Source: an optimization exercise on an open RTL-to-GDS flow (aim: small area). Production flows keep margins and buffers that such runs may drop. Function was checked by simulation only, so behaviour that the tests miss may differ from the original. Power figures rest on the tool's default switching activity, not on a simulated workload.

the previous run:
Design tank_game_top, start of the top module:
module tank_game_top
#(
    parameter int TICK_CYCLES = 200
) (
    input  wire         clk_100mhz,
    input  wire         rst,
    input  wire         press,
    input  wire         move_btn,
    input  wire         shoot_btn,
    input  wire [1:0]   dir_in,
    input  wire         spawn_valid,
    input  wire [9:0]   spawn_x,
    input  wire [9:0]   spawn_y,
    output logic        running,
    output logic [9:0]  player_x,
    output logic [9:0]  player_y,
    output logic [1:0]  player_dir,
    output logic [$clog2(8 + 1) - 1:0] bullet_count,
    output logic [$clog2(4 + 1) - 1:0] target_count,
    output logic [4*4 - 1:0]          score
);
    function automatic logic [5:0] step6(input logic [5:0] a, input logic dn);
        logic c;
        c = 1'b1;
        for (int i = 0; i < 6; i++) begin
            step6[i] = a[i] ^ c;
            c = c & (a[i] ^ dn);
        end
    endfunction
    function automatic logic [4:0] step5(input logic [4:0] a, input logic dn);
        logic c;
        c = 1'b1;
        for (int i = 0; i < 5; i++) begin
            step5[i] = a[i] ^ c;
            c = c & (a[i] ^ dn);
        end
    endfunction
    function automatic logic [7:0] inc8(input logic [7:0] a);
        logic c;
        c = 1'b1;
        for (int i = 0; i < 8; i++) begin
            inc8[i] = a[i] ^ c;
            c = c & a[i];
        end
    endfunction
    logic [2:0] btn_s0, btn_s1, btn_s2, btn_edge;
    logic [1:0] dir_s0, dir_s1;
    always_ff @(posedge clk_100mhz) begin
        if (rst) begin
            btn_s0   <= '0;
            btn_s1   <= '0;
            btn_s2   <= '0;
            btn_edge <= '0;
            dir_s0   <= 2'd1;
            dir_s1   <= 2'd1;
        end else begin
            btn_s0   <= {shoot_btn, move_btn, press};
            btn_s1   <= btn_s0;
            btn_s2   <= btn_s1;
  ...
export LEC_CHECK = 0
export CAP_MARGIN = 20
export CORE_MARGIN = 2
export CORE_UTILIZATION = 40
export CTS_BUF_LIST = sky130_fd_sc_hd__clkbuf_16
export CTS_CLUSTER_DIAMETER = 80
export CTS_CLUSTER_SIZE = 30
export SLEW_MARGIN = 20
create_clock -name core_clock -period 10.0 [get_ports {clk_100mhz}]
standard.sh (not shown) runs the stock make flow with config.mk's settings and CLKGATE_MAP_FILE= SYNTH_SCRIPT=/design/flow/synth_recipe.tcl, a recipe that flattens the netlist after the stock synthesis.
==> flow/flow/run.sh <==
#!/bin/bash
# Layout flow: the standard flow, except that synthesis maps the logic
# between the flip-flops with an area-oriented ABC script (flow/area.abc)
# instead of ORFS's delay-oriented one. Everything before and after ABC
# (flip-flop mapping and names, flattening, renaming) is the standard
# synthesis, so the registers are the standard synthesis's.
set -euo pipefail
work=$(pwd)

# ORFS scripts with only the ABC script replaced
rm -rf "$work/scripts_area"
cp -r "$FLOW_HOME/scripts" "$work/scripts_area"
cp "$work/flow/area.abc" "$work/scripts_area/abc_speed.script"

# synthesis: standard.sh's make command with the copied scripts
sed 's|^make -C |make SCRIPTS_DIR='"$work"'/scripts_area -C |' standard.sh > standard_area.sh
grep -q "SCRIPTS_DIR=$work/scripts_area" standard_area.sh
bash standard_area.sh synth > synth.log 2>&1

# the rest of the standard layout, with the clock tree options in flow/cts_args
export CTS_ARGS="$(cat "$work/flow/cts_args")"
bash standard.sh finish > layout.log 2>&1
==> flow/flow/area.abc <==
strash
dch
map -a
mfs2
strash
dch
map -a
mfs2
strash
dch
map -a
topo
stime -c
==> flow/flow/cts_args <==
-sink_clustering_enable -repair_clock_nets -sink_clustering_size 30 -sink_clustering_max_diameter 80 -buf_list sky130_fd_sc_hd__clkbuf_16 -dont_use_dummy_load
Input changes introduced in the current run (baseline for comparison: the previous run):
diff --git a/flow/flow/run.sh b/flow/flow/run.sh
--- a/flow/flow/run.sh
+++ b/flow/flow/run.sh
@@ -20,2 +20 @@
-# the rest of the standard layout, with the clock tree options in flow/cts_args
-export CTS_ARGS="$(cat "$work/flow/cts_args")"
+# the rest of the standard layout
removed: flow/flow/cts_args
Results
Between the previous run and the current run, the fraction of cell area in non-clock buffers does not differ in any meaningful way.
Relative to the previous run, setup slack of the critical path after layout has decreased by 0.027 ns in the current run.
Compared to the previous run, the current run reaches a lower achievable clock.
Cmp the current run vs the previous run: cell area higher in the current run
[compare] base=the previous run new=the current run: overall global routing resource usage neither gained nor lost much; share of the clock period used by the worst path picked up an extra 0.27 points; via count of the first global-routing pass +48.

---

The RTL this note starts from:
==> flow/design.v <==
`default_nettype none
`timescale 1ns/1ps
package grid_pkg;
    typedef logic [9:0] coord_t;
    typedef enum logic [1:0] {
        dir_left  = 2'b00,
        dir_right = 2'b01,
        dir_up    = 2'b10,
        dir_down  = 2'b11
    } dir_t;
endpackage
`default_nettype wire
`default_nettype none
`timescale 1ns/1ps
package bullet_pkg;
    typedef logic [2:0] slot_t;
    typedef logic [3:0] credit_t;
    typedef enum logic {
        req_launcher = 1'b0,
        req_stepper  = 1'b1
    } requester_t;
endpackage
`default_nettype wire
`default_nettype none
`timescale 1ns/1ps
module tank_game_top
#(
    parameter int TICK_CYCLES = 200
) (
    input  wire         clk_100mhz,
    input  wire         rst,
    input  wire         press,
    input  wire         move_btn,
    input  wire         shoot_btn,
    input  wire [1:0]   dir_in,
    input  wire         spawn_valid,
    input  wire [9:0]   spawn_x,
    input  wire [9:0]   spawn_y,
    output logic        running,
    output logic [9:0]  player_x,
    output logic [9:0]  player_y,
    output logic [1:0]  player_dir,
    output logic [$clog2(8 + 1) - 1:0] bullet_count,
    output logic [$clog2(4 + 1) - 1:0] target_count,
    output logic [4*4 - 1:0]          score
);
    logic [2:0] btn_s0, btn_s1, btn_s2, btn_edge;
    logic [1:0] dir_s0, dir_s1;
    always_ff @(posedge clk_100mhz) begin
        if (rst) begin
            btn_s0   <= '0;
            btn_s1   <= '0;
            btn_s2   <= '0;
            btn_edge <= '0;
            dir_s0   <= 2'd1;
            dir_s1   <= 2'd1;
        end else begin
            btn_s0   <= {shoot_btn, move_btn, press};
            btn_s1   <= btn_s0;
            btn_s2   <= btn_s1;
            btn_edge <= btn_s1 & ~btn_s2;
            dir_s0   <= dir_in;
            dir_s1   <= dir_s0;
        end
    end
    logic [7:0] ph;
    logic       ph_end;
    logic       first;
    logic       block;
    logic       step;
    assign ph_end = ph[7] & ph[6] & ph[2] & ph[1] & ph[0];
    always_ff @(posedge clk_100mhz) begin
        if (rst || !running || ph_end) ph <= '0;
        else                           ph <= ph + 8'd1;
        if (rst || !running) first <= 1'b1;
        else if (ph_end)     first <= 1'b0;
    end
    assign block = !first && ph[7:3] == 5'd0;
    assign step  = !first && ph[7:4] == 4'd0 && (ph[3] ? ph[2:0] == 3'd0 : ph[2:0] != 3'd0);
    logic [5:0] px, py;
    logic [1:0] pdir;
    logic [5:0] mx, my;
    logic       mok;
    logic       wr_req;
    logic [5:0] wr_x, wr_y;
    logic [1:0] wr_dir;
    logic       wr_gnt;
    logic [7:0] valid;
    always_comb begin
        mx = px;
        my = py;
        case (pdir)
            2'd0: begin mx[5:1] = px[5:1] - 5'd1; mok = px != 6'd0;  end
            2'd1: begin mx[5:1] = px[5:1] + 5'd1; mok = px != 6'd57; end
            2'd2: begin my[5:1] = py[5:1] - 5'd1; mok = py != 6'd0;  end
            default: begin my[5:1] = py[5:1] + 5'd1; mok = py != 6'd42; end
        endcase
    end
    assign wr_gnt = wr_req & ~block;
    always_ff @(posedge clk_100mhz) begin
        if (rst) begin
            running <= 1'b0;
            px      <= '0;
            py      <= '0;
            pdir    <= 2'd1;
            wr_req  <= 1'b0;
        end else begin
            if (btn_edge[0]) running <= 1'b1;
            if (running && btn_edge[1]) begin
                pdir <= dir_s1;
                case (dir_s1)
                    2'd0: if (px != 6'd0)  px <= px - 6'd1;
                    2'd1: if (px != 6'd57) px <= px + 6'd1;
                    2'd2: if (py != 6'd0)  py <= py - 6'd1;
                    default: if (py != 6'd42) py <= py + 6'd1;
                endcase
            end
            if (wr_gnt) wr_req <= 1'b0;
            else if (running && btn_edge[2] && !(&valid) && mok) wr_req <= 1'b1;
        end
    end
    always_ff @(posedge clk_100mhz) begin
        if (!wr_req) begin
            wr_x   <= mx;
            wr_y   <= my;
            wr_dir <= pdir;
        end
    end
    assign player_x   = {4'd0, px};
    assign player_y   = {4'd0, py};
    assign player_dir = pdir;
    logic [13:0] ring [8];
    logic [2:0]  free_slot;
    logic [2:0]  wr_pos;
    logic [5:0]  hx, hy, nx, ny;
    logic [1:0]  hd;
    logic        hv;
    logic        leaves;
    logic        probe;
    logic        hit;
    logic        kill;
    always_comb begin
        free_slot = '0;
        for (int i = 7; i >= 0; i--)
            if (!valid[i]) free_slot = 3'(i);
    end
    assign wr_pos = free_slot - ph[2:0];
    assign {hd, hy, hx} = ring[0];
    logic [7:0] valid_rot;
    assign valid_rot = {valid[6:0], valid[7]};
    assign hv = valid_rot[ph[2:0]];
    always_comb begin
        nx = hx;
        ny = hy;
        leaves = 1'b0;
        case (hd)
            2'd0: if (hx == 6'd63) leaves = 1'b1; else nx = hx - 6'd1;
            2'd1: if (hx == 6'd58) leaves = 1'b1; else nx = hx + 6'd1;
            2'd2: if (hy == 6'd63) leaves = 1'b1; else ny = hy - 6'd1;
            default: if (hy == 6'd43) leaves = 1'b1; else ny = hy + 6'd1;
        endcase
    end
    assign probe = step & hv & ~leaves;
    assign kill  = step & hv & (leaves | hit);
    logic       ins_pend;
    logic [1:0] ins_pos;
    logic [3:0] ins_sel;
    always_ff @(posedge clk_100mhz) begin
        ins_pend <= wr_gnt & wr_pos[0];
        ins_pos  <= wr_pos[2:1];
    end
    always_comb begin
        for (int q = 0; q < 4; q++)
            ins_sel[q] = (wr_gnt && !wr_pos[0] && wr_pos[2:1] == 2'(q))
                      || (ins_pend && ins_pos == 2'(q));
    end
    always_ff @(posedge clk_100mhz) begin
        for (int p = 0; p < 8; p++) begin
            if (p % 2 == 0 && ins_sel[p / 2])
                ring[p] <= {wr_dir, wr_y, wr_x};
            else if (p == 7)
                ring[p] <= step ? {hd, ny, nx} : ring[0];
            else
                ring[p] <= ring[p + 1];
        end
    end
    always_ff @(posedge clk_100mhz) begin
        if (rst) begin
            valid <= '0;
        end else begin
            if (wr_gnt) valid[free_slot] <= 1'b1;
            for (int i = 0; i < 8; i++)
                if (kill && ph[2:0] == 3'((i + 1) % 8)) valid[i] <= 1'b0;
        end
    end
    always_comb begin
        bullet_count = '0;
        for (int i = 0; i < 8; i++) bullet_count = bullet_count + 4'(valid[i]);
    end
    logic [5:0] tx [4];
    logic [5:0] ty [4];
    logic [3:0] tvalid;
    logic [3:0] match;
    logic [1:0] hit_idx;
    logic [1:0] free_idx;
    logic       spawn_ok;
    logic       dead;
    logic [4:0] nxh_m1, nyh_m1;
    logic [5:0] spx_m1, spy_m1;
    function automatic logic [5:0] dec6(input logic [5:0] a);
        logic b;
        b = 1'b1;
        for (int i = 0; i < 6; i++) begin
            dec6[i] = a[i] ^ b;
            b = b & ~a[i];
        end
    endfunction
    function automatic logic [4:0] dec5(input logic [4:0] a);
        logic b;
        b = 1'b1;
        for (int i = 0; i < 5; i++) begin
            dec5[i] = a[i] ^ b;
            b = b & ~a[i];
        end
    endfunction
    function automatic logic in_box(input logic [5:0] c, input logic [4:0] ch_m1,
                                    input logic [5:0] t);
        in_box = (c[5:1] == t[5:1] && (c[0] || !t[0]))
              || (ch_m1 == t[5:1] && (!c[0] || t[0]));
    endfunction
    assign nxh_m1 = dec5(nx[5:1]);
    assign nyh_m1 = dec5(ny[5:1]);
    assign spx_m1 = dec6(spawn_x[5:0]);
    assign spy_m1 = dec6(spawn_y[5:0]);
    always_comb begin
        hit_idx  = '0;
        free_idx = '0;
        for (int i = 3; i >= 0; i--) begin
            match[i] = tvalid[i] && in_box(nx, nxh_m1, tx[i]) && in_box(ny, nyh_m1, ty[i]);
            if (match[i]) hit_idx = 2'(i);
            if (!tvalid[i]) free_idx = 2'(i);
        end
    end
    assign hit      = probe & (|match);
    assign spawn_ok = running & spawn_valid & ~(&tvalid);
    assign dead     = spawn_x >= 10'd60 || spawn_y >= 10'd45;
    always_ff @(posedge clk_100mhz) begin
        if (rst) begin
            tvalid <= '0;
        end else begin
            if (spawn_ok) tvalid[free_idx] <= 1'b1;
            if (hit)      tvalid[hit_idx]  <= 1'b0;
        end
    end
    always_ff @(posedge clk_100mhz) begin
        if (spawn_ok) begin
            tx[free_idx] <= dead ? 6'd59 : spx_m1;
            ty[free_idx] <= spy_m1;
        end
    end
    always_comb begin
        target_count = '0;
        for (int i = 0; i < 4; i++) target_count = target_count + 3'(tvalid[i]);
    end
    logic [15:0] score_inc;
    logic        carry;
    always_comb begin
        score_inc = score;
        carry     = 1'b1;
        for (int d = 0; d < 4; d++) begin
            if (carry) begin
                if (score[4*d +: 4] == 4'd9) begin
                    score_inc[4*d +: 4] = 4'd0;
                end else begin
                    score_inc[4*d +: 4] = score[4*d +: 4] + 4'd1;
                    carry = 1'b0;
                end
            end
        end
    end
    always_ff @(posedge clk_100mhz) begin
        if (rst)                score <= '0;
        else if (hit && !carry) score <= score_inc;
    end
endmodule
`default_nettype wire
Settings: LEC_CHECK=0, CAP_MARGIN=20, CORE_MARGIN=2, CORE_UTILIZATION=40, CTS_BUF_LIST=sky130_fd_sc_hd__clkbuf_16, CTS_CLUSTER_DIAMETER=80, CTS_CLUSTER_SIZE=30, SLEW_MARGIN=20; clock period 10.0 ns.
run.sh (not shown) runs the stock make flow with config.mk's settings and CLKGATE_MAP_FILE= SYNTH_SCRIPT=/design/flow/synth_recipe.tcl, a recipe that flattens the netlist after the stock synthesis.
Stock flow here: none of the scripts above is used.
==> next run, changes <==
- CTS_BUF_LIST: sky130_fd_sc_hd__clkbuf_16 -> sky130_fd_sc_hd__clkbuf_8
- CTS_CLUSTER_DIAMETER: 80 -> 60
- CTS_CLUSTER_SIZE: 30 -> 20
Clock-buffer cell count went up by 7.
Power came out higher by about 2.5%.
Setup slack got worse by 0.035 ns.
Cell area goes up by 0.46%.
Wire length grows by about 0.35%.
Area after synthesis does not change.
Hold slack degrades by 0.0077 ns.

-- port drivers added, routing unchanged --
How much do the figures lean on ideal ports? The routed layouts below were timed once more, with nothing changed but the port constraints. Step 1 assumes that a clkbuf_16 drives the clock port and a buf_2 every other input. Step 2 moves the port delays by t, midway between the first and last clock arrival at a register: inputs arrive t later, outputs are due t later. That takes back most of the time a late clock gives input paths. Slacks: ideal / step 1 / step 2; pairs: ideal / step 1.
run | t (ns) | slack for setup (ns) | worst hold slack (ns) | clock arrival spread, ns | slew at the worst register clock pin (ns)
the previous run | 0.514 | 4.256 / 4.210 / 4.723 | 0.281 / 0.281 / 0.281 | 0.055 / 0.055 | 0.11 / 0.11
the current run | 0.526 | 4.229 / 4.183 / 4.708 | 0.314 / 0.314 / 0.314 | 0.023 / 0.023 | 0.11 / 0.11
the first run of note 2 | 0.532 | 4.279 / 4.229 / 4.761 | 0.323 / 0.323 / 0.323 | 0.022 / 0.022 | 0.11 / 0.11
the second run of note 2 | 0.580 | 4.244 / 4.198 / 4.778 | 0.315 / 0.315 / 0.315 | 0.037 / 0.038 | 0.11 / 0.11
After both steps every run listed still meets setup and hold.
